Background: an optimization exercise with open tools, aiming at small area, a short achievable clock period and few clock cycles. Do not read the settings as production practice.
In this exercise RTL edits were held to simulation tests only and were not proved equivalent to the original.
Power is estimated from default activity; no workload was simulated.

==> flow/design.v <==
`default_nettype none
package ola_pkg;
  localparam int LIST_DEPTH_DEF = 32;
  localparam int VAL_W          = 32;
  localparam int KIND_W         = 2;
  localparam int STATUS_W       = 3;
  localparam logic [KIND_W-1:0] KIND_APPEND = 2'd0;
  localparam logic [KIND_W-1:0] KIND_REMOVE = 2'd1;
  localparam logic [KIND_W-1:0] KIND_DUMP   = 2'd2;
  localparam logic [STATUS_W-1:0] ST_APPENDED  = 3'd0;
  localparam logic [STATUS_W-1:0] ST_REMOVED   = 3'd1;
  localparam logic [STATUS_W-1:0] ST_NOT_FOUND = 3'd2;
  localparam logic [STATUS_W-1:0] ST_EMPTY     = 3'd3;
  localparam logic [STATUS_W-1:0] ST_FULL      = 3'd4;
  typedef struct packed {
    logic append;    
    logic compare;   
    logic remove;    
    logic rotate;    
  } cell_ctl_t;
endpackage
`default_nettype wire
`default_nettype none
module ola_cell (
  input  wire                        clk,
  input  wire                        ld,        
  input  wire                        sh,        
  input  wire                        hd,        
  input  wire                        occ,       
  input  wire [ola_pkg::VAL_W-1:0]   ld_val,
  input  wire                        ld_m,
  input  wire [ola_pkg::VAL_W-1:0]   nxt_val,
  input  wire                        nxt_raw,
  input  wire [ola_pkg::VAL_W-1:0]   cmp_val,   
  output logic [ola_pkg::VAL_W-1:0]  value,
  output logic                       raw,       
  output logic                       match
);
  logic [ola_pkg::VAL_W-1:0] value_r;
  logic                      match_r;
  assign value = value_r;
  assign match = match_r;
  assign raw   = occ && (value_r == cmp_val);
  always_ff @(posedge clk) begin
    value_r <= ({ola_pkg::VAL_W{ld}} & ld_val) |
               ({ola_pkg::VAL_W{sh}} & nxt_val) |
               ({ola_pkg::VAL_W{hd}} & value_r);
    match_r <= ld ? ld_m : (sh ? nxt_raw : raw);
  end
endmodule
`default_nettype wire
`default_nettype none
module ordered_list_append_remove (
  input  wire                                clk,
  input  wire                                rst_n,
  input  wire                                in_valid,
  output logic                               in_stall,
  input  wire        [ola_pkg::KIND_W-1:0]   in_kind,
  input  wire signed [ola_pkg::VAL_W-1:0]    in_value,
  output logic                               out_valid,
  input  wire                                out_stall,
  output logic       [ola_pkg::STATUS_W-1:0] out_status,
  output logic signed [ola_pkg::VAL_W-1:0]   out_entry,
  output logic                               out_last
);
  localparam int N  = ola_pkg::LIST_DEPTH_DEF;
  localparam int W  = ola_pkg::VAL_W;
  localparam int CW = $clog2(N + 1);
  logic                       p2_v;
  logic [ola_pkg::KIND_W-1:0] p2_k;
  logic [W-1:0]               p2_val;
  logic [CW-1:0]              cnt_r, cnt_nxt;
  logic [CW-1:0]              dleft_r;       
  logic [W-1:0]               val  [N+1];
  logic [N:0]                 raw;
  logic [N-1:0]               m_r;
  logic [N-1:0]               pre;
  logic [N-1:0]               ld, sh, hd, occ;
  logic [N:0]                 tl_r, tl_nxt;  
  logic                       p2_app, p2_rem, p2_dmp;
  logic                       ex_r;          
  logic [ola_pkg::STATUS_W-1:0] ex_st;       
  logic                          o_v, k_v;
  logic [ola_pkg::STATUS_W-1:0]  o_st, k_st, w_st;
  logic [W-1:0]                  o_e, k_e, w_e;
  logic                          o_l, k_l, w_l;
  logic room, empty, full, dlast, done;
  logic adv_r, stall_r, take;
  logic app_do, rem_do, rot_do, found, w_v;
  logic [W-1:0] ld_val;
  logic ld_m, fwd;
  logic p2_v_n, k_v_n, adv_n, dlast_n;
  logic dec, nx0, nx1;
  logic [ola_pkg::KIND_W-1:0] p2_k_n;
  assign room  = !k_v;
  assign empty = tl_r[0];
  assign full  = tl_r[N];
  assign dlast = (dleft_r == '0);
  assign app_do = p2_app && !ex_r && !full;
  assign rem_do = p2_rem && !ex_r;
  assign rot_do = p2_dmp && room && !empty;
  assign done     = p2_v && room && ((p2_k != ola_pkg::KIND_DUMP) || empty || dlast);
  assign in_stall = stall_r;
  assign take     = in_valid && adv_r;
  always_comb begin
    logic [N-1:0] p;
    p = m_r;
    for (int d = 1; d < N; d = d * 2) begin
      for (int i = N - 1; i >= d; i--) p[i] = p[i] | p[i-d];
    end
    pre = p;
  end
  assign found = pre[N-1];
  assign dec   = rem_do && found;
  always_comb begin
    for (int i = 0; i < N; i++) begin
      occ[i] = (cnt_r > CW'(i));
      ld[i]  = (app_do && tl_r[i]) || (rot_do && tl_r[i+1]);
      sh[i]  = (rem_do && pre[i]) || (rot_do && !tl_r[i+1]);
      hd[i]  = !(rot_do || (app_do && tl_r[i]) || (rem_do && pre[i]));
    end
  end
  assign ld_val = p2_k[1] ? val[0] : p2_val;
  assign fwd    = (p2_val == in_value);
  assign ld_m   = p2_k[1] ? raw[0] : fwd;
  assign val[N] = '0;
  assign raw[N] = 1'b0;
  genvar gi;
  generate
    for (gi = 0; gi < N; gi++) begin : g_slot
      ola_cell u_cell (
        .clk     (clk),
        .ld      (ld[gi]),
        .sh      (sh[gi]),
        .hd      (hd[gi]),
        .occ     (occ[gi]),
        .ld_val  (ld_val),
        .ld_m    (ld_m),
        .nxt_val (val[gi+1]),
        .nxt_raw (raw[gi+1]),
        .cmp_val (in_value),
        .value   (val[gi]),
        .raw     (raw[gi]),
        .match   (m_r[gi])
      );
    end
  endgenerate
  always_comb begin
    w_v  = p2_v && room && (p2_k != 2'd3);
    w_e  = p2_val;
    w_l  = 1'b1;
    w_st = ola_pkg::ST_APPENDED;
    cnt_nxt = cnt_r;
    tl_nxt  = tl_r;
    case (p2_k)
      ola_pkg::KIND_APPEND: begin
        w_st = ex_r ? ex_st : (full ? ola_pkg::ST_FULL : ola_pkg::ST_APPENDED);
        if (app_do) cnt_nxt = cnt_r + 1'b1;
        if (app_do) tl_nxt = {tl_r[N-1:0], 1'b0};
      end
      ola_pkg::KIND_REMOVE: begin
        w_st = ex_r ? ex_st : (empty ? ola_pkg::ST_EMPTY : (found ? ola_pkg::ST_REMOVED : ola_pkg::ST_NOT_FOUND));
        if (rem_do && found) cnt_nxt = cnt_r - 1'b1;
        if (rem_do && found) tl_nxt = {1'b0, tl_r[N:1]};
      end
      ola_pkg::KIND_DUMP: begin
        if (empty) begin
          w_st = ola_pkg::ST_EMPTY;
        end else begin
          w_e = val[0];
          w_l = dlast;
        end
      end
      default: begin
      end
    endcase
  end
  always_comb begin
    p2_v_n  = adv_r ? in_valid : p2_v;
    p2_k_n  = adv_r ? in_kind : p2_k;
    k_v_n   = k_v ? out_stall : (w_v && o_v && out_stall);
    nx0     = (tl_r[0] && !app_do) || (tl_r[1] && dec);
    nx1     = (tl_r[1] && !app_do && !dec) || (tl_r[0] && app_do) || (tl_r[2] && dec);
    dlast_n = adv_r ? nx1 : (rot_do ? (dleft_r == CW'(1)) : dlast);
    adv_n   = !p2_v_n || (!k_v_n && ((p2_k_n != ola_pkg::KIND_DUMP) || nx0 || dlast_n));
  end
  assign out_valid  = o_v;
  assign out_status = o_st;
  assign out_entry  = o_e;
  assign out_last   = o_l;
  always_ff @(posedge clk) begin
    if (!rst_n) begin
      p2_v    <= 1'b0;
      cnt_r   <= '0;
      tl_r    <= (N+1)'(1);
      p2_app  <= 1'b0;
      p2_rem  <= 1'b0;
      p2_dmp  <= 1'b0;
      ex_r    <= 1'b0;
      dleft_r <= '0;
      o_v     <= 1'b0;
      k_v     <= 1'b0;
      adv_r   <= 1'b1;
      stall_r <= 1'b0;
    end else begin
      p2_v    <= p2_v_n;
      cnt_r   <= cnt_nxt;
      tl_r    <= tl_nxt;
      if (adv_r) ex_r <= 1'b0;
      else if (p2_app || p2_rem) ex_r <= 1'b1;
      if (adv_r) begin
        p2_app <= in_valid && (in_kind == ola_pkg::KIND_APPEND);
        p2_rem <= in_valid && (in_kind == ola_pkg::KIND_REMOVE);
        p2_dmp <= in_valid && (in_kind == ola_pkg::KIND_DUMP);
      end
      if (adv_r) dleft_r <= app_do ? cnt_r : (dec ? cnt_r - 2'd2 : cnt_r - 1'b1);
      else if (rot_do) dleft_r <= dleft_r - 1'b1;
      k_v     <= k_v_n;
      adv_r   <= adv_n;
      stall_r <= !adv_n;
      if (k_v) o_v <= 1'b1;
      else if (w_v) o_v <= 1'b1;
      else if (!out_stall) o_v <= 1'b0;
    end
  end
  always_ff @(posedge clk) begin
    if (adv_r) begin
      p2_k   <= in_kind;
      p2_val <= in_value;
    end
    if (!o_v || !out_stall) begin
      if (k_v) begin
        o_st <= k_st;
        o_e  <= k_e;
        o_l  <= k_l;
      end else begin
        o_st <= w_st;
        o_e  <= w_e;
        o_l  <= w_l;
      end
    end
    if (!ex_r) ex_st <= w_st;
    if (!k_v) begin
      k_st <= w_st;
      k_e  <= w_e;
      k_l  <= w_l;
    end
  end
endmodule
`default_nettype wire
==> flow/run.sh <==
#!/bin/bash
# synth_recipe.tcl (not shown) runs the flow's synth.tcl, then flattens the netlist and writes it again
# the make line also repeats each setting of config.mk as NAME=value (left out here)
make -C /OpenROAD-flow-scripts/flow DESIGN_CONFIG=/design/flow/config.mk WORK_HOME=/design/flow/orfs CLKGATE_MAP_FILE= SYNTH_SCRIPT=/design/flow/synth_recipe.tcl finish
==> flow/config.mk <==
export PLATFORM = sky130hd
export DESIGN_NAME = ordered_list_append_remove
export DESIGN_NICKNAME = ordered_list_append_remove
export VERILOG_FILES = /design/flow/design.v
export SDC_FILE = /design/flow/constraint.sdc
export NUM_CORES = 4
export LEC_CHECK = 0
export CAP_MARGIN = 20
export CORE_MARGIN = 2
export CORE_UTILIZATION = 40
export CTS_BUF_LIST = sky130_fd_sc_hd__clkbuf_16
export CTS_CLUSTER_DIAMETER = 100
export CTS_CLUSTER_SIZE = 20
export SETUP_SLACK_MARGIN = 2.8
export SLEW_MARGIN = 20
==> flow/constraint.sdc <==
create_clock -name core_clock -period 5.5 [get_ports {clk}]
set_input_delay 1.1000 -clock core_clock [delete_from_list [all_inputs] [get_ports {clk}]]
set_output_delay 1.1000 -clock core_clock [all_outputs]
set_load 0.01 [all_outputs]
==> results of run 1 <==
==> metrics by stage <==
| stage | cells | setup slack (ns) | cell area [µm²] | utilization | hold slack, ns |
|---|---|---|---|---|---|
| 3_5_place_dp | 7628 | 1.52 | 60600 | 0.424 | 0.457 |
| 6_report | 7772 | 2.78 | 63800 | 0.446 | 0.474 |
| 3_3_place_gp | 7626 | 1.53 | 60600 | 0.423 | 0.447 |
| 5_1_grt | 7767 | 2.72 | 63800 | 0.446 | 0.506 |
| 4_1_cts | 7756 | 2.69 | 63400 | 0.443 | 0.478 |
| 2_1_floorplan | 6059 | 2.80 | 57800 | - | 0.431 |
==> cells in the final DEF (no fill, tap or decap), types with 9 or more instances in the layout <==
master           Yosys  routed
or3_1               13      11
a221o_1            448     448
nor2_1             539     532
clkdlybuf4s50_1      0      10
a21oi_1             31      28
dfxtp_1           1148    1136
o2bb2ai_1           35      32
buf_12               0      22
inv_1               17      28
dfxtp_2              0       9
dlygate4sd2_1        1      29
a22oi_1            577     560
xnor2_1            327     327
a31oi_1             10       9
o21ai_0            596     596
nand2_1            153     150
nand3_1             36      36
a311oi_1            32      32
buf_4                7     199
mux2i_4              0      32
buf_6                3      44
nor3_1              42      37
o22ai_2              1      14
a211oi_4             0       9
nor4_1             218     190
nor4_2               2      26
clkbuf_16            0      74
xor2_1             737     737
mux2_2              10      10
mux2i_1            121      89
edfxtp_1            71      71
nand4_1            118     118
a22oi_2              0      17
==> layout make-up <==
type | count | area (µm²) | area share
multi-input combinational | 4210 | 31200 | 0.489
tap | 1903 | 2380 | 0.0373
timing repair buffer | 329 | 3100 | 0.0486
antenna | 6 | 15.0 | 0.000235
clock buffer | 73 | 1830 | 0.0286
inverter | 18 | 72.6 | 0.00114
sequential | 1219 | 25100 | 0.394
clock inverter | 14 | 67.6 | 0.00106
==> tightest hold or removal path, stage by stage, from the launching register on <==
cell and delay (ns):
dfxtp_1 0.32, nand2_1 0.04, o21ai_0 0.08
==> worst max-delay path by stage <==
stage	to	slack, ns
3_5_place_dp	g_slot[24].u_cell.match_r	1.52
6_report	g_slot[24].u_cell.match_r	2.78
2_1_floorplan	g_slot[30].u_cell.match_r	2.80
5_1_grt	g_slot[30].u_cell.value_r[22]	2.72
3_3_place_gp	g_slot[16].u_cell.match_r	1.53
4_1_cts	g_slot[30].u_cell.value_r[22]	2.69
==> power by group <==
part	leakage [nW]	internal (W)	switching [W]
sequential	10.0	0.00926	0.000488
clock	0.976	0.00239	0.00316
combinational	12.6	0.000813	0.00186
==> cell families after synthesis <==
family,count (synthesis),share of synthesized area
AO/OA/AOI/OAI,1821,0.233
XOR/XNOR,1064,0.162
adder cells (fa/ha/maj),10,0.00218
buffers and inverters,635,0.0448
flip-flops,1219,0.437
multiplexers,131,0.0230
AND/OR/NAND/NOR,1179,0.0985
==> flip-flops by register name, summed over array words and instances, names as in the netlist, 6 cells and up <==
| signal | count |
|---|---|
| cnt_r | 6 |
| dleft_r | 6 |
| g_slot.u_cell.match_r | 32 |
| g_slot.u_cell.value_r | 1024 |
| k_e | 32 |
| o_e | 32 |
| p2_val | 32 |
| tl_r | 33 |
==> per-layer routing <==
metal / global-route usage / wire length [µm] / vias to the layer above
met4: 0.179 / 16200 / 8
met5: 0 / 47 / -
li1: - / - / 21900
met1: 0.424 / 98100 / 25300
met2: 0.485 / 106000 / 3209
met3: 0.0760 / 25900 / 847
==> what timing repair did <==
item / 4_1_cts / 5_1_grt
setup endpoints to repair: 1162 / 522
buffers inserted: 34 / 8
resized for setup: 139 / 71
pin swaps: 13 / 9
gates cloned: 7 / 2
==> out/metrics.yaml, run 1 <==
outcome:
  status: "timing/DRC/antenna clean"
setup_path:
  critPathKind: "in -> reg"
  startpoint_type: "input pin"
  r2r_slack_ns: 2.79
  cp_top_family: "simple AND/OR/NAND/NOR gates"
  rr_endpoint: "g_slot[30].u_cell.value_r[19]"
  max_stage_delay_ns: 0.45
  r2r_cells: 9
  path_max_fanout: 23
  cpMaxStageDelayCell: "nor4_1"
  crit_arrival_ns: 3.37
  worstPathRequired_ns: 6.15
  crit_start: "in_value[28]"
  cp-end-kind: "flop"
  cp_common_cell: "mux2i_1"
  cp.depth: 8
  path_cells: "buf_4 > buf_12 > xor2_1 > nor4_1 > nand3_1 > nor4_2 > mux2i_1 > mux2i_1"
  cp_num_buf_inv: 2
  timing.rr.start: "g_slot[26].u_cell.match_r"
routing:
  wl_per_cell_um: 31.7
  drt-total-wl_mm: 247
  drt_pre_antenna_iters: 7
  drt-vias-per-instance: 6.60
  dr_total_vias: 51300
  drc_errors: 0
  ant_nets: 0
  drt-initial-drc-count: 6931
floorplanning:
  row_count: 139
  die_w_um: 383
  design.core.area_um2: 143000
  die_area_um2: 147000
  pin_count: 76
  initial_core_util: 0.402
  die_y_um: 383
sta:
  fin_worst_skew_ns: 0.0415
  setup_tns_ns: 0
  timing.slew.headroom: 0.161
  rsz0062_at_grt: "true"
  slew_viol_final: 0
  min_period_over_period: 0.495
  worst_pin_slew_ns: 1.25
  min_period_ns: 2.72
  setup_viol: 0
  max_freq_ghz: 0.367
  hold_violations: 0
cts:
  clock_latency_ns: 0.72
  path_clk_slew_ns: 0.09
  clockBufferDepth: 3
  clock-sinks: 1219
  numCtsBuffers: 71
  cts_tree: "done"
  ctsHoldBuffers: 0
  root_buffer: "clkbuf_16"
  htreeDepth: 3
logic_synthesis:
  synth.top_cell.area_share: 0.400
  syn_area_um2: 57500
  synth-seq-area-share: 0.437
  async_flop_share: 0
  synth.most_common_cell: "dfxtp_1"
  synthCells: 6059
  yosys-top-cells-count: "dfxtp_1, xor2_1, o21ai_0"
  synth_top_cell_by_area: "dfxtp_1"
  synth_edf_count: 71
  synth_nets: 6107
  ys_warn_count: 4
  ys_types: 74
  ys_ff_latch: 1219
  avgSynthCellArea_um2: 9.49
  synthTopCellsByArea: "dfxtp_1, xor2_1, a221o_1"
  ys.flop_type: "dfxtp_1"
finish:
  layout.nets: 5897
  syn_to_final_growth_pct: 11.0
  fill_cells: 13600
  drive_gt1_frac: 0.0982
global_route:
  grt_max_degree: 72
  overflow: 0
  grt_pass1_wl_mm: 349
  grt_pass1_vias: 47600
  grt_antenna_before_repair: 13
  gr-usage-all-layers: 0.322
worst_hold_path:
  hold_path.class: "reg -> reg"
  min_to: "k_e[14]"
  min_path_cells: 2
  min-delay-start: "k_e[14]"
job:
  maxCapViolations: 0
placement:
  dp_hpwl_mm: 161
  port-buffer-count: 75
  gp_congestion: 0.964
pwr:
  p_per_area_nw_per_um2: 282
  ir_worst_vdd_uv: 219
  finalPower_w: 0.0180
  leakage_nw: 23.7
Testbench counts, summed over its fixed seeds: cycles 22,371.
==> run 2, diff against run 1 <==
--- a/flow/config.mk
+++ b/flow/config.mk
@@ -12,4 +12,4 @@
 export CTS_CLUSTER_DIAMETER = 100
 export CTS_CLUSTER_SIZE = 20
-export SETUP_SLACK_MARGIN = 2.8
+export SETUP_SLACK_MARGIN = 2.6
 export SLEW_MARGIN = 20
==> out/metrics.yaml, run 2 <==
outcome:
  status: "timing/DRC/antenna clean"
cts:
  path_clk_slew_ns: 0.09  # about the same
  numCtsBuffers: 70  # -1.4%
  htreeDepth: 3  # unchanged
  cts_tree: "done"
  clock_latency_ns: 0.75  # +0.03 ns
  clockBufferDepth: 3  # unchanged
  clock-sinks: 1219  # unchanged
  ctsHoldBuffers: 0  # unchanged
  root_buffer: "clkbuf_16"
finish:
  stdcell_area_um2: 63300  # -0.76%
  syn_to_final_growth_pct: 10.1
  largest_register: "g_slot.u_cell.value_r"
  final_common_cell: "dfxtp_1"
  multi_input_area_um2: 31000  # -0.69%
  drive_gt1_frac: 0.0910  # -0.00726
  layout.nets: 5879  # -0.31%
  ff_latch_area_um2: 25100  # about the same
  fill_cells: 13600  # -0.037%
  top_regs: "g_slot.u_cell.value_r: 1024 flops, tl_r: 33 flops"
  largest_reg_flops: 1024  # unchanged
  layout_common_cells: "dfxtp_1, xor2_1, o21ai_0"
logic_synthesis:
  synth_edf_count: 71  # unchanged
  ys_ff_latch: 1219  # unchanged
  yosys-top-cells-count: "dfxtp_1, xor2_1, o21ai_0"
  ys_warn_count: 4  # unchanged
  avgSynthCellArea_um2: 9.49  # unchanged
  async_flop_share: 0  # unchanged
  synth-seq-area-share: 0.437  # unchanged
  synth_nets: 6107  # unchanged
  synthTopCellsByArea: "dfxtp_1, xor2_1, a221o_1"
  synth_top_cell_by_area: "dfxtp_1"
  syn_area_um2: 57500  # unchanged
  synth.top_cell.area_share: 0.400  # unchanged
  ys_types: 74  # unchanged
  synth.most_common_cell: "dfxtp_1"
  ys.flop_type: "dfxtp_1"
  synthCells: 6059  # unchanged
setup_path:
  worstPathRequired_ns: 6.19  # +0.04 ns
  max_stage_delay_ns: 0.51  # +0.06 ns
  crit_arrival_ns: 3.63  # +0.26 ns
  path_cells: "buf_4 > buf_4 > xnor2_1 > nand4_1 > nor4_1 > nand4_1 > nor2_2 > o31a_1"
  cp-end-kind: "flop"
  path_max_fanout: 13  # -43%
  cpMaxStageDelayCell: "nor4_1"
  critPathKind: "in -> reg"
  startpoint_type: "input pin"
floorplanning:
  row_count: 139  # unchanged
  pin_count: 76  # unchanged
  die_y_um: 383  # unchanged
  die_area_um2: 147000  # unchanged
  initial_core_util: 0.402  # unchanged
  design.core.area_um2: 143000  # unchanged
  die_w_um: 383  # unchanged
sta:
  worst_pin_slew_ns: 1.25  # -0.00217 ns
  setup_tns_ns: 0  # unchanged
  rsz0062_at_grt: "true"
  slew_viol_final: 0  # unchanged
  max_freq_ghz: 0.340  # -7.6%
  holdWs_ns: 0.475  # +0.00102 ns
  hold_violations: 0  # unchanged
  min_period_ns: 2.94  # +0.223 ns
  setup_viol: 0  # unchanged
  timing.slew.headroom: 0.148  # -0.0126
  fin_worst_skew_ns: 0.0484  # +0.00693 ns
  min_period_over_period: 0.535  # +0.0405
routing:
  drt_pre_antenna_iters: 6  # -1
  drc_errors: 0  # unchanged
  ant_nets: 0  # unchanged
  drt-initial-drc-count: 7631  # +10%
  dr_total_vias: 51700  # +0.76%
  drt-total-wl_mm: 249  # +1.1%
  wl_per_cell_um: 32.1  # +1.3%
  drt-vias-per-instance: 6.66  # +0.96%
job:
  maxCapViolations: 0  # unchanged
global_route:
  grt_antenna_before_repair: 11  # -2
  grt_max_degree: 74  # +2.8%
  grt_busiest_layer: "met2"
  grt_use_met3: 0.0761  # +0.0000881
  met1_usage: 0.436  # +0.0123
  use_met2: 0.482  # -0.00311
  overflow: 0  # unchanged
  grt_pass1_vias: 48100  # +1.2%
  grt_pass1_wl_mm: 354  # +1.3%
  gr-usage-all-layers: 0.327  # +0.00468
pwr:
  ir_worst_vdd_uv: 217  # -1.1%
  leakage_nw: 23.4  # -1.2%
  p_per_area_nw_per_um2: 286  # +1.4%
worst_hold_path:
  hold_path.class: "reg -> reg"
placement:
  dp_hpwl_mm: 164  # +2.0%
  gp_congestion: 1.00  # +3.9%
  placed_cell_area_um2: 60700  # +0.13%
  port-buffer-count: 75  # unchanged
==> run 2: cell counts after synthesis <==
Identical to the previous run, type by type.
==> run 2: where the power goes <==
part | leakage, nW | total [W] | switching (W) | internal [W]
clock | 0.976 | 0.00558 | 0.00319 | 0.00239
sequential | 10.0 | 0.00978 | 0.000514 | 0.00926
combinational | 12.4 | 0.00272 | 0.00189 | 0.000837
==> run 2: area by class of cell <==
class | count | share of cell area
Multi-Input combinational cell | 4207 | 0.489
Sequential cell | 1219 | 0.397
Timing Repair Buffer | 315 | 0.0447
Tap cell | 1903 | 0.0376
Clock buffer | 73 | 0.0289
Clock inverter | 15 | 0.00121
Inverter | 18 | 0.00113
Antenna cell | 7 | 0.000277
==> run 2: layer usage <==
metal,part of all wire,wire [µm]
met5,0.000052,13
met2,0.42,105000
met3,0.11,28600
met1,0.40,98500
met4,0.069,17100
==> run 2: cells by family (layout without fill, tap and decap cells) <==
logic type,after synthesis,after routing,share of synthesized area
simple gates,1179,1180,0.0985
xor+xnor,1064,1064,0.162
fa+ha+maj,10,10,0.00218
other cells,0,7,0
flops,1219,1219,0.437
buf+inv,635,421,0.0448
mux,131,131,0.0230
compound gates,1821,1822,0.233
==> run 2: worst max-delay path: cells and delay by family <==
family | cells | cell delay, ns
XOR/XNOR | 1 | 0.16
buffers and inverters | 2 | 0.77
AND/OR/NAND/NOR | 4 | 1.36
AO/OA/AOI/OAI | 1 | 0.19
==> run 2: path summary, 6_finish.rpt <==
path / cells past startpoint / end / slack (ns) / start
worst min-delay path: 2 / k_e[0] / 0.47 / k_e[0]
worst max-delay path: 8 / g_slot[22].u_cell.match_r / 2.56 / in_value[25]
worst max register to register: 4 / g_slot[8].u_cell.value_r[16] / 2.56 / p2_k[1]
worst min register to register: 2 / k_e[0] / 0.47 / k_e[0]
==> run 2: timing repair <==
item,in CTS,in global routing
pin swaps,6,5
cloned,2,0
resized for setup,50,41
buffers inserted,17,10
endpoints found under the setup margin,726,258
==> run 2: stage by stage <==
step | util | std cells | worst slack (ns) | power [W]
after floorplan | - | 6059 | 2.60 | 0.0111
after global placement | 0.423 | 7626 | 1.37 | 0.0124
after detailed placement | 0.424 | 7631 | 1.38 | 0.0125
after CTS | 0.440 | 7738 | 2.61 | 0.0179
after global routing | 0.442 | 7750 | 2.52 | 0.0184
final | 0.442 | 7757 | 2.56 | 0.0181
==> run 3, diff against run 2 <==
--- a/flow/config.mk
+++ b/flow/config.mk
@@ -12,4 +12,4 @@
 export CTS_CLUSTER_DIAMETER = 100
 export CTS_CLUSTER_SIZE = 20
-export SETUP_SLACK_MARGIN = 2.6
+export SETUP_SLACK_MARGIN = 2.7
 export SLEW_MARGIN = 20
==> out/metrics.yaml, run 3 <==
placement:
  dp_hpwl_mm: 165  # +0.77%
  gp_congestion: 0.964  # -3.8%
  port-buffer-count: 75  # unchanged
global_route:
  gr-usage-all-layers: 0.331  # +0.00398
  grt_antenna_before_repair: 8  # -3
  grt_max_degree: 74  # unchanged
  grt_pass1_wl_mm: 357  # +0.93%
  grt_pass1_vias: 47700  # -0.86%
  overflow: 0  # unchanged
sta:
  min_period_over_period: 0.522  # -0.0131
  setup_viol: 0  # unchanged
  min_period_ns: 2.87  # -0.0718 ns
  slew_viol_final: 0  # unchanged
  max_freq_ghz: 0.348  # +2.5%
  timing.slew.headroom: 0.172  # +0.0235
  setup_tns_ns: 0  # unchanged
  worst_pin_slew_ns: 1.22  # -0.0345 ns
  hold_violations: 0  # unchanged
  rsz0062_at_grt: "true"
  fin_worst_skew_ns: 0.0395  # -0.00895 ns
logic_synthesis:
  synth.top_cell.area_share: 0.400  # unchanged
  ys_ff_latch: 1219  # unchanged
  synth_edf_count: 71  # unchanged
  synth-seq-area-share: 0.437  # unchanged
  ys_types: 74  # unchanged
  ys.flop_type: "dfxtp_1"
  synthTopCellsByArea: "dfxtp_1, xor2_1, a221o_1"
  synthCells: 6059  # unchanged
  syn_area_um2: 57500  # unchanged
  async_flop_share: 0  # unchanged
  synth.most_common_cell: "dfxtp_1"
  synth_top_cell_by_area: "dfxtp_1"
  ys_warn_count: 4  # unchanged
  yosys-top-cells-count: "dfxtp_1, xor2_1, o21ai_0"
  synth_nets: 6107  # unchanged
  avgSynthCellArea_um2: 9.49  # unchanged
routing:
  drt_pre_antenna_iters: 9  # +3
  drt-initial-drc-count: 7130  # -6.6%
  drc_errors: 0  # unchanged
  dr_total_vias: 51400  # -0.45%
  ant_nets: 0  # unchanged
  drt-vias-per-instance: 6.61  # -0.86%
  wl_per_cell_um: 32.6  # +1.4%
  drt-total-wl_mm: 254  # +1.8%
setup_path:
  critPathKind: "reg -> reg"
  rr_endpoint: "g_slot[13].u_cell.match_r"
  r2r_cells: 10  # +6
  r2r_slack_ns: 2.63  # +0.07 ns
  cp_num_buf_inv: 4  # +2
  crit_arrival_ns: 3.52  # -0.11 ns
  cpMaxStageDelayCell: "o31ai_1"
  max_stage_delay_ns: 0.75  # +0.24 ns
  cp-end-kind: "flop"
  worstPathRequired_ns: 6.14  # -0.05 ns
  path_max_fanout: 10  # -3
  startpoint_type: "flop"
  path_cells: "buf_4 > clkinvlp_4 > ha_2 > buf_8 > buf_4 > o31ai_1 > nand4_1 > nor3_1 > mux2i_1 > mux2i_1"
  cp_top_family: "compound AO/OA/AOI/OAI gates"
  timing.rr.start: "cnt_r[1]"
  cp.depth: 10  # +2
cts:
  cts_tree: "done"
  ctsHoldBuffers: 0  # unchanged
  clock-sinks: 1219  # unchanged
  path_clk_slew_ns: 0.09  # about the same
  root_buffer: "clkbuf_16"
  numCtsBuffers: 72  # +2.9%
  clockBufferDepth: 3  # unchanged
  clock_latency_ns: 0.73  # -0.02 ns
  htreeDepth: 3  # unchanged
floorplanning:
  initial_core_util: 0.402  # unchanged
  row_count: 139  # unchanged
  die_w_um: 383  # unchanged
  pin_count: 76  # unchanged
  design.core.area_um2: 143000  # unchanged
  die_y_um: 383  # unchanged
  die_area_um2: 147000  # unchanged
worst_hold_path:
  min-delay-start: "k_e[30]"
  hold_path.class: "reg -> reg"
  min_to: "k_e[30]"
  min_path_cells: 2  # unchanged
finish:
  top_regs: "g_slot.u_cell.value_r: 1024 flops, tl_r: 33 flops"
  fill_cells: 13600  # -0.29%
  syn_to_final_growth_pct: 11.5
  ff_latch_area_um2: 25100  # about the same
  largest_reg_flops: 1024  # unchanged
  drive_gt1_frac: 0.0991  # +0.00810
  multi_input_area_um2: 31200  # +0.83%
  layout_common_cells: "dfxtp_1, xor2_1, o21ai_0"
  layout.nets: 5912  # +0.56%
  final_common_cell: "dfxtp_1"
  largest_register: "g_slot.u_cell.value_r"
pwr:
  ir_worst_vdd_uv: 242  # +12%
  p_per_area_nw_per_um2: 284  # -0.63%
  finalPower_w: 0.0182  # +0.59%
  leakage_nw: 23.8  # +1.6%
outcome:
  status: "timing/DRC/antenna clean"
job:
  maxCapViolations: 0  # unchanged
[run 3: cell counts after synthesis]
Identical to the previous run, type by type.
[run 3: worst max path at each step]
| stage | start | end |
|---|---|---|
| after floorplan | in_value[1] | g_slot[16].u_cell.match_r |
| after global placement | in_value[18] | g_slot[21].u_cell.match_r |
| after detailed placement | in_value[18] | g_slot[21].u_cell.match_r |
| after CTS | ex_r | g_slot[28].u_cell.value_r[9] |
| after global routing | in_value[17] | g_slot[11].u_cell.match_r |
| final | cnt_r[1] | g_slot[13].u_cell.match_r |
[run 3: cell families (layout without fill, tap and decap cells)]
logic type,after synthesis,count (layout),synth area share
buffers and inverters,635,451,0.0448
other,0,2,0
muxes,131,131,0.0230
AOI/OAI and AO/OA,1821,1827,0.233
xor gates and xnor gates,1064,1064,0.162
adders and majority gates,10,10,0.00218
DFF,1219,1219,0.437
and+or+nand+nor,1179,1182,0.0985
[run 3: what timing repair did]
action                                  CTS  global route
endpoints found under the setup margin  781           550
buffers inserted                         20            28
gates resized for setup                 102            65
pin swaps                                12            11
gates cloned                             10             7
[run 3: where the power goes]
part | switching [W] | internal [W]
Clock | 0.00323 | 0.00247
Combinational | 0.00189 | 0.000823
Sequential | 0.000505 | 0.00926
[run 3: worst register-to-register path: cells and delay by family, from the launching register on]
kind,cells,cell delay [ns]
and+or+nand+nor,2,0.57
adders and majority gates,1,0.21
DFF,1,0.31
muxes,2,0.30
buffers and inverters,4,0.65
AOI/OAI and AO/OA,1,0.75
[run 3: stage by stage]
step                std cells   util  hold WS [ns]  setup WS [ns]  instance area, µm²
finish                   7789  0.448         0.474           2.63               64100
detailed placement       7627  0.424         0.456           1.30               60600
global route             7787  0.448         0.503           2.60               64100
CTS                      7751  0.443         0.477           2.70               63400
floorplan                6059      -         0.431           2.68               57700
global placement         7625  0.423         0.443           1.26               60600
[run 3: cell type report]
class,count,share of cell area
clock inverter,19,0.00191
multi-input combinational,4214,0.487
timing repair buffer,339,0.0511
clock buffer,75,0.0293
tap,1903,0.0371
sequential,1219,0.392
antenna,2,0.0000781
inverter,18,0.00111
[run 3: metal layers]
metal	global-route usage	vias to the layer above	share of wire
met5	0	-	0.00028
met4	0.169	10	0.060
met3	0.0688	772	0.10
met2	0.500	3264	0.43
met1	0.445	25500	0.40
li1	-	21900	-
==> run 4, diff against run 3 <==
--- a/flow/config.mk
+++ b/flow/config.mk
@@ -12,4 +12,5 @@
 export CTS_CLUSTER_DIAMETER = 100
 export CTS_CLUSTER_SIZE = 20
-export SETUP_SLACK_MARGIN = 2.7
+export PLACE_DENSITY = 0.7
+export SETUP_SLACK_MARGIN = 2.8
 export SLEW_MARGIN = 20
==> out/metrics.yaml, run 4 <==
sta:
  setup_tns_ns: 0  # unchanged
  setup_viol: 0  # unchanged
  fin_worst_skew_ns: 0.0615  # +0.0220 ns
  rsz0062_at_grt: "true"
  min_period_ns: 2.75  # -0.118 ns
  setup_ws_ns: 2.75  # +0.118 ns
  timing.slew.headroom: 0.135  # -0.0371
  min_period_over_period: 0.501  # -0.0215
  slew_viol_final: 0  # unchanged
  worst_pin_slew_ns: 1.27  # +0.0545 ns
  hold_violations: 0  # unchanged
  max_freq_ghz: 0.363  # +4.3%
job:
  maxCapViolations: 0  # unchanged
routing:
  dr_total_vias: 53000  # +2.9%
  drc_errors: 0  # unchanged
  ant_nets: 0  # unchanged
  drt-total-wl_mm: 244  # -3.9%
  drt_pre_antenna_iters: 8  # -1
  wl_per_cell_um: 31.3  # -3.8%
  drt-initial-drc-count: 8888  # +25%
  drt-vias-per-instance: 6.80  # +3.0%
logic_synthesis:
  async_flop_share: 0  # unchanged
  ys_warn_count: 4  # unchanged
  synth-seq-area-share: 0.437  # unchanged
  synth.most_common_cell: "dfxtp_1"
  ys.flop_type: "dfxtp_1"
  synth_edf_count: 71  # unchanged
  yosys-top-cells-count: "dfxtp_1, xor2_1, o21ai_0"
  synth_nets: 6107  # unchanged
  synthCells: 6059  # unchanged
  synth.top_cell.area_share: 0.400  # unchanged
  synth_top_cell_by_area: "dfxtp_1"
  avgSynthCellArea_um2: 9.49  # unchanged
  ys_ff_latch: 1219  # unchanged
  ys_types: 74  # unchanged
  syn_area_um2: 57500  # unchanged
  synthTopCellsByArea: "dfxtp_1, xor2_1, a221o_1"
cts:
  clockBufferDepth: 3  # unchanged
  clock-sinks: 1219  # unchanged
  ctsHoldBuffers: 0  # unchanged
  htreeDepth: 3  # unchanged
  cts_tree: "done"
  root_buffer: "clkbuf_16"
  numCtsBuffers: 70  # -2.8%
  clock_latency_ns: 0.75  # +0.02 ns
  path_clk_slew_ns: 0.10  # about the same
setup_path:
  timing.rr.start: "g_slot[1].u_cell.match_r"
  cp-endpoint: "dleft_r[1]"
  r2r_slack_ns: 2.75  # +0.12 ns
  r2r_cells: 7  # -3
  path_max_fanout: 7  # -3
  max_stage_delay_ns: 0.58  # -0.17 ns
  crit_arrival_ns: 3.41  # -0.11 ns
  cpMaxStageDelayCell: "nor2_2"
  worstPathRequired_ns: 6.15  # about the same
  critPathKind: "reg -> reg"
  rr_endpoint: "dleft_r[1]"
  path_cells: "nor4_4 > buf_4 > and2_2 > and4_4 > nor2_2 > o21ai_0 > o311a_1"
  crit_start: "g_slot[1].u_cell.match_r"
  cp-end-kind: "flop"
  startpoint_type: "flop"
finish:
  stdcell_area_um2: 64200  # +0.24%
  largest_register: "g_slot.u_cell.value_r"
  layout.nets: 5902  # -0.17%
  final_core_util: 0.449  # +0.00108
  syn_to_final_growth_pct: 11.8
  drive_gt1_frac: 0.0978  # -0.00133
  instances_no_fill: 7782  # -0.090%
  fill_cells: 13400  # -1.9%
  layout_common_cells: "dfxtp_1, xor2_1, o21ai_0"
  largest_reg_flops: 1024  # unchanged
  top_regs: "g_slot.u_cell.value_r: 1024 flops, tl_r: 33 flops"
  final_common_cell: "dfxtp_1"
pwr:
  power.internal_w: 0.0125  # -0.13%
  sequentialPowerShare: 0.539  # +0.002
  comb_power_share: 0.152  # +0.003
  p_per_area_nw_per_um2: 282  # -0.74%
  leakage_nw: 23.9  # +0.73%
  switching_share: 0.307  # -0.00258
  ir_worst_vdd_uv: 255  # +5.3%
  clkPwrFrac: 0.308  # -0.006
  p_switching_w: 0.00556  # -1.3%
floorplanning:
  design.core.area_um2: 143000  # unchanged
  die_w_um: 383  # unchanged
  row_count: 139  # unchanged
  pin_count: 76  # unchanged
  die_y_um: 383  # unchanged
  initial_core_util: 0.402  # unchanged
  die_area_um2: 147000  # unchanged
global_route:
  grt_pass1_wl_mm: 346  # -3.1%
  gr-usage-all-layers: 0.316  # -0.0147
  grt_antenna_before_repair: 14  # +6
  grt_pass1_vias: 48700  # +2.2%
  overflow: 0  # unchanged
  grt_max_degree: 74  # unchanged
outcome:
  status: "timing/DRC/antenna clean"
placement:
  port-buffer-count: 75  # unchanged
  gp_congestion: 1.02  # +6.3%
  placed_cell_area_um2: 60800  # +0.20%
  dp_hpwl_mm: 158  # -4.1%
  dpl.cell_count: 7615  # -0.16%
  preCtsSetupSlack_ns: 1.34  # +0.0389 ns
worst_hold_path:
  hold_path.class: "reg -> reg"
[run 4: cell counts after synthesis]
Identical to the previous run, type by type.
[run 4: kinds of logic after synthesis]
family / count (synthesis) / share of synthesized area
multiplexers: 131 / 0.0230
XOR/XNOR: 1064 / 0.162
AO/OA/AOI/OAI: 1821 / 0.233
adder cells (fa/ha/maj): 10 / 0.00218
buffers and inverters: 635 / 0.0448
AND/OR/NAND/NOR: 1179 / 0.0985
flip-flops: 1219 / 0.437
[run 4: worst min-delay path by stage]
| stage | from | to | slack, ns | cells past startpoint |
|---|---|---|---|---|
| 2_1_floorplan | k_e[0] | k_e[0] | 0.43 | 2 |
| 3_3_place_gp | k_e[24] | k_e[24] | 0.44 | 2 |
| 3_5_place_dp | k_l | k_l | 0.46 | 1 |
| 4_1_cts | k_e[12] | k_e[12] | 0.48 | 2 |
| 5_1_grt | k_e[21] | k_e[21] | 0.50 | 2 |
| 6_report | k_e[12] | k_e[12] | 0.47 | 2 |
[run 4: power by group through the flow]
stage,clock network [W],logic [W],registers (W)
floorplan,0,0.00135,0.00973
global placement,0,0.00243,0.00995
detailed placement,0,0.00251,0.00995
CTS,0.00553,0.00257,0.00974
global route,0.00586,0.00275,0.00979
finish,0.00558,0.00276,0.00977
[run 4: per-stage QoR]
step                total power (W)  hold WS (ns)
floorplan                    0.0111         0.431
CTS                          0.0178         0.478
global route                 0.0184         0.497
finish                       0.0181         0.473
global placement             0.0124         0.441
detailed placement           0.0125         0.455
[run 4: metal layers]
metal / wire length (µm) / share of wire / track usage
met1: 89800 / 0.37 / 0.411
met2: 100000 / 0.41 / 0.453
met3: 34700 / 0.14 / 0.0942
met4: 18900 / 0.078 / 0.206
met5: 26 / 0.00011 / 0
[run 4: critical path, delay by kind of cell, from the launching register on]
family                 cells  cell delay [ns]
AOI/OAI and AO/OA          2             0.70
and+or+nand+nor            4             1.20
buffers and inverters      1             0.19
DFF                        1             0.56
[run 4: timing repair]
action / 4_1_cts / 5_1_grt
cloned: 7 / 6
endpoints found under the hold margin: 0 / 0
gates resized for setup: 104 / 115
setup endpoints to repair: 1172 / 587
buffers inserted: 44 / 13
pin swaps: 11 / 11
[run 4: layout make-up]
cell class              count  area, µm²  share of cell area
diodes                      7       17.5            0.000273
clock buffers              74       1850              0.0288
clock inverters            16       82.6             0.00129
inverters                  18       72.6             0.00113
multi-input cells        4213      31200               0.486
flip-flops and latches   1219      25100               0.391
well taps                1903       2380              0.0371
repair buffers            332       3480              0.0542
==> run 5, diff against run 4 <==
--- a/flow/config.mk
+++ b/flow/config.mk
@@ -12,5 +12,4 @@
 export CTS_CLUSTER_DIAMETER = 100
 export CTS_CLUSTER_SIZE = 20
-export PLACE_DENSITY = 0.7
-export SETUP_SLACK_MARGIN = 2.8
+export SETUP_SLACK_MARGIN = 2.9
 export SLEW_MARGIN = 20
==> out/metrics.yaml, run 5 <==
sta:
  slew_viol_final: 0  # unchanged
  setup_viol: 0  # unchanged
  hold_violations: 0  # unchanged
  fin_worst_skew_ns: 0.0574  # -0.00410 ns
  setup_ws_ns: 2.81  # +0.0610 ns
  rsz0062_at_grt: "true"
  timing.slew.headroom: 0.195  # +0.0605
  setup_tns_ns: 0  # unchanged
  max_freq_ghz: 0.371  # +2.3%
  min_period_ns: 2.69  # -0.0610 ns
  min_period_over_period: 0.490  # -0.0111
  worst_pin_slew_ns: 1.20  # -0.0663 ns
setup_path:
  path_cells: "clkinvlp_4 > nand2_8 > o21ai_0 > a21oi_4 > a22oi_1 > o21ai_0"
  max_stage_delay_ns: 0.86  # +0.28 ns
  worstPathRequired_ns: 6.14  # about the same
  startpoint_type: "flop"
  path_max_fanout: 32  # +25
  critPathKind: "reg -> reg"
  crit_arrival_ns: 3.33  # -0.08 ns
  cpMaxStageDelayCell: "a21oi_4"
  cp_common_cell: "o21ai_0"
  cp-end-kind: "flop"
logic_synthesis:
  ys_types: 74  # unchanged
  async_flop_share: 0  # unchanged
  synthTopCellsByArea: "dfxtp_1, xor2_1, a221o_1"
  synthCells: 6059  # unchanged
  synth.top_cell.area_share: 0.400  # unchanged
  synth-seq-area-share: 0.437  # unchanged
  syn_area_um2: 57500  # unchanged
  synth_top_cell_by_area: "dfxtp_1"
  ys.flop_type: "dfxtp_1"
  ys_warn_count: 4  # unchanged
  ys_ff_latch: 1219  # unchanged
  avgSynthCellArea_um2: 9.49  # unchanged
  synth_nets: 6107  # unchanged
  yosys-top-cells-count: "dfxtp_1, xor2_1, o21ai_0"
  synth.most_common_cell: "dfxtp_1"
  synth_edf_count: 71  # unchanged
global_route:
  grt_pass1_wl_mm: 362  # +4.7%
  grt_antenna_before_repair: 8  # -6
  gr-usage-all-layers: 0.338  # +0.0217
  grt_max_degree: 74  # unchanged
  overflow: 0  # unchanged
  grt_pass1_vias: 48000  # -1.5%
finish:
  drive_gt1_frac: 0.116  # +0.0180
  layout.nets: 5951  # +0.83%
  syn_to_final_growth_pct: 14.0
  top_regs: "g_slot.u_cell.value_r: 1024 flops, tl_r: 33 flops"
  final_common_cell: "dfxtp_1"
  layout_common_cells: "dfxtp_1, xor2_1, o21ai_0"
  largest_reg_flops: 1024  # unchanged
  largest_register: "g_slot.u_cell.value_r"
  fill_cells: 13500  # +0.94%
floorplanning:
  die_area_um2: 147000  # unchanged
  die_y_um: 383  # unchanged
  design.core.area_um2: 143000  # unchanged
  die_w_um: 383  # unchanged
  pin_count: 76  # unchanged
  row_count: 139  # unchanged
  initial_core_util: 0.402  # unchanged
cts:
  ctsHoldBuffers: 0  # unchanged
  clock-sinks: 1219  # unchanged
  clock_latency_ns: 0.75  # about the same
  cts_tree: "done"
  clockBufferDepth: 3  # unchanged
  path_clk_slew_ns: 0.09  # about the same
  root_buffer: "clkbuf_16"
  htreeDepth: 3  # unchanged
  numCtsBuffers: 70  # unchanged
placement:
  port-buffer-count: 75  # unchanged
  dp_hpwl_mm: 165  # +4.3%
  gp_congestion: 0.994  # -3.0%
  preCtsSetupSlack_ns: 1.50  # +0.154 ns
routing:
  wl_per_cell_um: 33.1  # +5.8%
  ant_nets: 0  # unchanged
  dr_total_vias: 51800  # -2.2%
  drc_errors: 0  # unchanged
  drt-total-wl_mm: 259  # +6.4%
  drt-initial-drc-count: 7772  # -13%
  drt-vias-per-instance: 6.62  # -2.8%
  drt_pre_antenna_iters: 7  # -1
job:
  maxCapViolations: 0  # unchanged
pwr:
  finalPower_w: 0.0182  # +0.27%
  ir_worst_vdd_uv: 360  # +41%
  p_per_area_nw_per_um2: 277  # -1.7%
  leakage_nw: 24.4  # +1.8%
outcome:
  status: "timing/DRC/antenna clean"
worst_hold_path:
  hold_path.class: "reg -> reg"
## run 5: area by class of cell
cell class / count / area, µm² / area share
diodes: 3 / 7.51 / 0.000115
well taps: 1903 / 2380 / 0.0363
inverters: 18 / 76.3 / 0.00116
clock buffers: 72 / 1800 / 0.0275
multi-input cells: 4208 / 31600 / 0.482
clock inverters: 17 / 91.3 / 0.00139
flip-flops and latches: 1219 / 25100 / 0.384
repair buffers: 386 / 4450 / 0.0679
## run 5: worst paths after layout
check | start | endpoint | slack, ns | cells after the start
min reg2reg | k_e[31] | k_e[31] | 0.47 | 2
max reg2reg | ex_r | g_slot[1].u_cell.value_r[22] | 2.81 | 6
max | ex_r | g_slot[1].u_cell.value_r[22] | 2.81 | 6
min | k_e[31] | k_e[31] | 0.47 | 2
## run 5: cells by family after synthesis
family,after synthesis,synth area share
AND/OR/NAND/NOR,1179,0.0985
multiplexers,131,0.0230
adder cells (fa/ha/maj),10,0.00218
buffers and inverters,635,0.0448
flip-flops,1219,0.437
AO/OA/AOI/OAI,1821,0.233
XOR/XNOR,1064,0.162
## run 5: timing repair
| item | CTS | global route |
|---|---|---|
| pin swaps | 13 | 39 |
| hold endpoints to repair | 0 | 0 |
| gates resized for setup | 227 | 201 |
| gates cloned | 10 | 17 |
| setup endpoints to repair | 1146 | 627 |
| buffers inserted | 72 | 22 |
## run 5: critical path, delay by kind of cell (launching register included)
kind / cells / cell delay (ns)
AND/OR/NAND/NOR: 1 / 0.28
flip-flops: 1 / 0.52
buffers and inverters: 1 / 0.29
AO/OA/AOI/OAI: 4 / 1.45
## run 5: per-stage QoR
| step | cell area, µm² | hold WS (ns) | util | instances |
|---|---|---|---|---|
| final | 65500 | 0.470 | 0.458 | 7826 |
| after global routing | 65500 | 0.499 | 0.458 | 7823 |
| after CTS | 64200 | 0.475 | 0.448 | 7782 |
| after detailed placement | 60600 | 0.454 | 0.423 | 7611 |
| after global placement | 60600 | 0.442 | 0.423 | 7608 |
| after floorplan | 58000 | 0.431 | - | 6059 |
## run 5: routing by layer
metal | global-route usage | share of wire | vias up
met2 | 0.495 | 0.42 | 3405
met5 | 0 | 0.00038 | -
met4 | 0.188 | 0.065 | 8
met3 | 0.0876 | 0.12 | 831
li1 | - | - | 22000
met1 | 0.451 | 0.40 | 25500
## run 5: power by group
| group | switching [W] | total [W] | internal [W] |
|---|---|---|---|
| logic | 0.00194 | 0.00280 | 0.000868 |
| clock network | 0.00320 | 0.00557 | 0.00237 |
| registers | 0.000517 | 0.00978 | 0.00926 |
| total | 0.00565 | 0.0182 | 0.0125 |
==> run 6, diff against run 5 <==
--- a/flow/design.v
+++ b/flow/design.v
@@ -27,5 +27,4 @@
   input  wire                        sh,        
   input  wire                        hd,        
-  input  wire                        occ,       
   input  wire [ola_pkg::VAL_W-1:0]   ld_val,
   input  wire                        ld_m,
@@ -41,5 +40,5 @@
   assign value = value_r;
   assign match = match_r;
-  assign raw   = occ && (value_r == cmp_val);
+  assign raw   = (value_r == cmp_val);
   always_ff @(posedge clk) begin
     value_r <= ({ola_pkg::VAL_W{ld}} & ld_val) |
@@ -111,5 +110,5 @@
     pre = p;
   end
-  assign found = pre[N-1];
+  assign found = |(m_r & occ);
   assign dec   = rem_do && found;
   always_comb begin
@@ -134,5 +133,4 @@
         .sh      (sh[gi]),
         .hd      (hd[gi]),
-        .occ     (occ[gi]),
         .ld_val  (ld_val),
         .ld_m    (ld_m),
--- a/flow/config.mk
+++ b/flow/config.mk
@@ -12,4 +12,4 @@
 export CTS_CLUSTER_DIAMETER = 100
 export CTS_CLUSTER_SIZE = 20
-export SETUP_SLACK_MARGIN = 2.9
+export SETUP_SLACK_MARGIN = 2.8
 export SLEW_MARGIN = 20
==> out/metrics.yaml, run 6 <==
pwr:
  ir_worst_vdd_uv: 289  # -20%
  leakage_nw: 25.0  # +2.4%
  p_per_area_nw_per_um2: 266  # -3.9%
logic_synthesis:
  synth.most_common_cell: "dfxtp_1"
  synth.top_cell.area_share: 0.400  # about the same
  avgSynthCellArea_um2: 9.38  # -1.1%
  synth_edf_count: 71  # unchanged
  yosys-top-cells-count: "dfxtp_1, o21ai_0, a22oi_1"
  ys_types: 72  # -2.7%
  ys_warn_count: 4  # unchanged
  synthTopCellsByArea: "dfxtp_1, xor2_1, a22oi_1"
  ys.flop_type: "dfxtp_1"
  synth_nets: 6173  # +1.1%
  async_flop_share: 0  # unchanged
  synthCells: 6123  # +1.1%
  ys_ff_latch: 1219  # unchanged
  synth-seq-area-share: 0.437  # about the same
  syn_area_um2: 57400  # about the same
  synth_top_cell_by_area: "dfxtp_1"
sta:
  setup_viol: 0  # unchanged
  min_period_over_period: 0.577  # +0.0869
  worst_pin_slew_ns: 1.07  # -0.139 ns
  fin_worst_skew_ns: 0.0411  # -0.0163 ns
  timing.slew.headroom: 0.289  # +0.0942
  rsz0062_at_grt: "true"
  min_period_ns: 3.17  # +0.478 ns
  max_freq_ghz: 0.315  # -15%
  hold_violations: 0  # unchanged
  slew_viol_final: 0  # unchanged
  setup_tns_ns: 0  # unchanged
  setup_ws_ns: 2.33  # -0.478 ns
finish:
  layout.nets: 6079  # +2.2%
  drive_gt1_frac: 0.138  # +0.0220
  syn_to_final_growth_pct: 15.5
  top_regs: "g_slot.u_cell.value_r: 1024 flops, tl_r: 33 flops"
  largest_reg_flops: 1024  # unchanged
  final_common_cell: "dfxtp_1"
  largest_register: "g_slot.u_cell.value_r"
  fill_cells: 13300  # -1.1%
  layout_common_cells: "dfxtp_1, xor2_1, o21ai_0"
global_route:
  grt_antenna_before_repair: 7  # -1
  met1_usage: 0.437  # -0.0137
  grt_max_degree: 72  # -2.7%
  grt_pass1_wl_mm: 355  # -2.0%
  grt_busiest_layer: "met2"
  gr-usage-all-layers: 0.328  # -0.0103
  overflow: 0  # unchanged
  grt_use_met3: 0.0880  # +0.000352
  grt_pass1_vias: 48400  # +0.85%
  use_met2: 0.473  # -0.0211
worst_hold_path:
  hold_path.class: "reg -> reg"
cts:
  cts_tree: "done"
  clock-sinks: 1219  # unchanged
  root_buffer: "clkbuf_16"
  clockBufferDepth: 3  # unchanged
  path_clk_slew_ns: 0.09  # about the same
  htreeDepth: 3  # unchanged
  clock_latency_ns: 0.71  # -0.04 ns
  numCtsBuffers: 71  # +1.4%
floorplanning:
  row_count: 139  # unchanged
  die_y_um: 383  # about the same
  initial_core_util: 0.401  # about the same
  die_area_um2: 147000  # about the same
  pin_count: 76  # unchanged
  die_w_um: 383  # about the same
  design.core.area_um2: 143000  # unchanged
routing:
  drt-initial-drc-count: 8899  # +15%
  wl_per_cell_um: 32.0  # -3.3%
  drt_pre_antenna_iters: 15  # +8
  drt-total-wl_mm: 255  # -1.7%
  ant_nets: 0  # unchanged
  dr_total_vias: 52800  # +2.0%
  drt-vias-per-instance: 6.64  # +0.42%
  drc_errors: 0  # unchanged
setup_path:
  cp-end-kind: "flop"
  path_max_fanout: 7  # -78%
  critPathKind: "reg -> reg"
  worstPathRequired_ns: 5.97  # -0.17 ns
  crit_arrival_ns: 3.64  # +0.31 ns
  startpoint_type: "flop"
placement:
  port-buffer-count: 75  # unchanged
  preCtsSetupSlack_ns: 1.64  # +0.143 ns
  gp_congestion: 0.983  # -1.2%
  dp_hpwl_mm: 161  # -2.7%
job:
  maxCapViolations: 0  # unchanged
outcome:
  status: "timing/DRC/antenna clean"
[run 6: what timing repair did]
| item | in CTS | in global routing |
|---|---|---|
| gates cloned | 15 | 29 |
| setup buffers | 77 | 31 |
| endpoints found under the setup margin | 935 | 770 |
| pin swaps | 35 | 177 |
| gates resized for setup | 164 | 372 |
| hold buffers | 0 | 0 |
[run 6: kinds of logic (layout without fill, tap and decap cells)]
group                      count (synthesis)  count (layout)  synth area share
AOI/OAI and AO/OA                       1928            1933             0.237
xor gates and xnor gates                1066            1066             0.163
adders and majority gates                 12              12           0.00261
buffers and inverters                    761             680            0.0506
DFF                                     1219            1219             0.437
muxes                                    138             138            0.0249
other                                      0               1                 0
and+or+nand+nor                          999            1001            0.0847
[run 6: worst max-delay path, cell delays in order (launching register included)]
cell	delay, ns
dfxtp_4	0.39
inv_2	0.15
ha_1	0.20
nor2b_1	0.20
o21bai_1	0.11
a22oi_1	0.27
and4_1	0.32
nand2_1	0.23
or3_4	0.46
a221o_1	0.33
mux2_4	0.28
[run 6: report_power, final]
part | internal, W | leakage (nW) | switching [W] | total [W]
Combinational | 0.000726 | 13.9 | 0.00191 | 0.00264
Sequential | 0.00908 | 10.0 | 0.000272 | 0.00935
Clock | 0.00246 | 1.02 | 0.00321 | 0.00567
[run 6: final cells by class]
cell class                 count  area [µm²]  area share
antenna                        1        2.50   0.0000377
timing repair buffer         408        4560      0.0688
inverter                     179         682      0.0103
clock inverter                18         101     0.00153
sequential                  1219       25200       0.379
tap                         1903        2380      0.0359
clock buffer                  75        1880      0.0283
multi-input combinational   4150       31600       0.476
[run 6: path summary, 6_finish.rpt]
path             from       to  slack [ns]  cells past startpoint
max          cnt_r[2]  o_st[0]        2.33                     10
min           k_e[30]  k_e[30]        0.47                      2
max reg2reg  cnt_r[2]  o_st[0]        2.33                     10
min reg2reg   k_e[30]  k_e[30]        0.47                      2
[run 6: per-stage QoR]
step                      total power (W)  instance area [µm²]  std cells   util  hold slack, ns
after floorplan                    0.0105                57500       6123      -           0.431
after global placement             0.0118                60600       7700  0.423           0.441
after detailed placement           0.0119                60700       7707  0.424           0.455
after CTS                          0.0174                64300       7892  0.449           0.474
after global routing               0.0179                66300       7952  0.463           0.489
final                              0.0177                66300       7953  0.463           0.472
[run 6: per-layer routing]
layer,share of wire,vias up,routed length [µm]
met4,0.070,6,17900
met3,0.13,877,33300
met1,0.39,25900,98700
li1,-,22300,-
met5,0.00015,-,39
met2,0.41,3750,105000
Testbench counts of run 6, summed over its fixed seeds: cycles 22,371.

## static timing again, ports no longer ideal
No port has a modelled driver above. Below, the same layouts with a new extraction and two added sets of constraints.
Step 1, drivers: a clkbuf_16 drives clk and a buf_2 each remaining input, both assumed.
Step 2, shift: input delay + t, output delay - t, t = (earliest + latest rising clock arrival at the registers) / 2. This alone moves slack from input paths to output paths.
Three values: ideal, step 1, step 2; two values: the first two.
| run | t (ns) | setup WS [ns] | latest minus earliest clock arrival (ns) | slew at the worst register clock pin (ns) | cell pins on the clock port's net |
|---|---|---|---|---|---|
| run 1 | 0.785 | 2.778 / 2.758 / 2.015 | 0.041 / 0.042 | 0.10 / 0.10 | 1 |
| run 2 | 0.802 | 2.555 / 2.557 / 1.774 | 0.050 / 0.050 | 0.09 / 0.09 | 1 |
| run 3 | 0.797 | 2.627 / 2.627 / 1.871 | 0.042 / 0.042 | 0.10 / 0.10 | 1 |
| run 4 | 0.808 | 2.745 / 2.745 / 2.009 | 0.062 / 0.062 | 0.10 / 0.10 | 1 |
| run 5 | 0.799 | 2.806 / 2.806 / 2.060 | 0.060 / 0.060 | 0.10 / 0.10 | 1 |
| run 6 | 0.767 | 2.328 / 2.328 / 2.012 | 0.042 / 0.042 | 0.10 / 0.10 | 1 |
After both steps setup and hold are still met in every run listed. The setup slack of run 2, which loses most, moves by +0.002 ns with the drivers and by -0.781 ns with both steps.
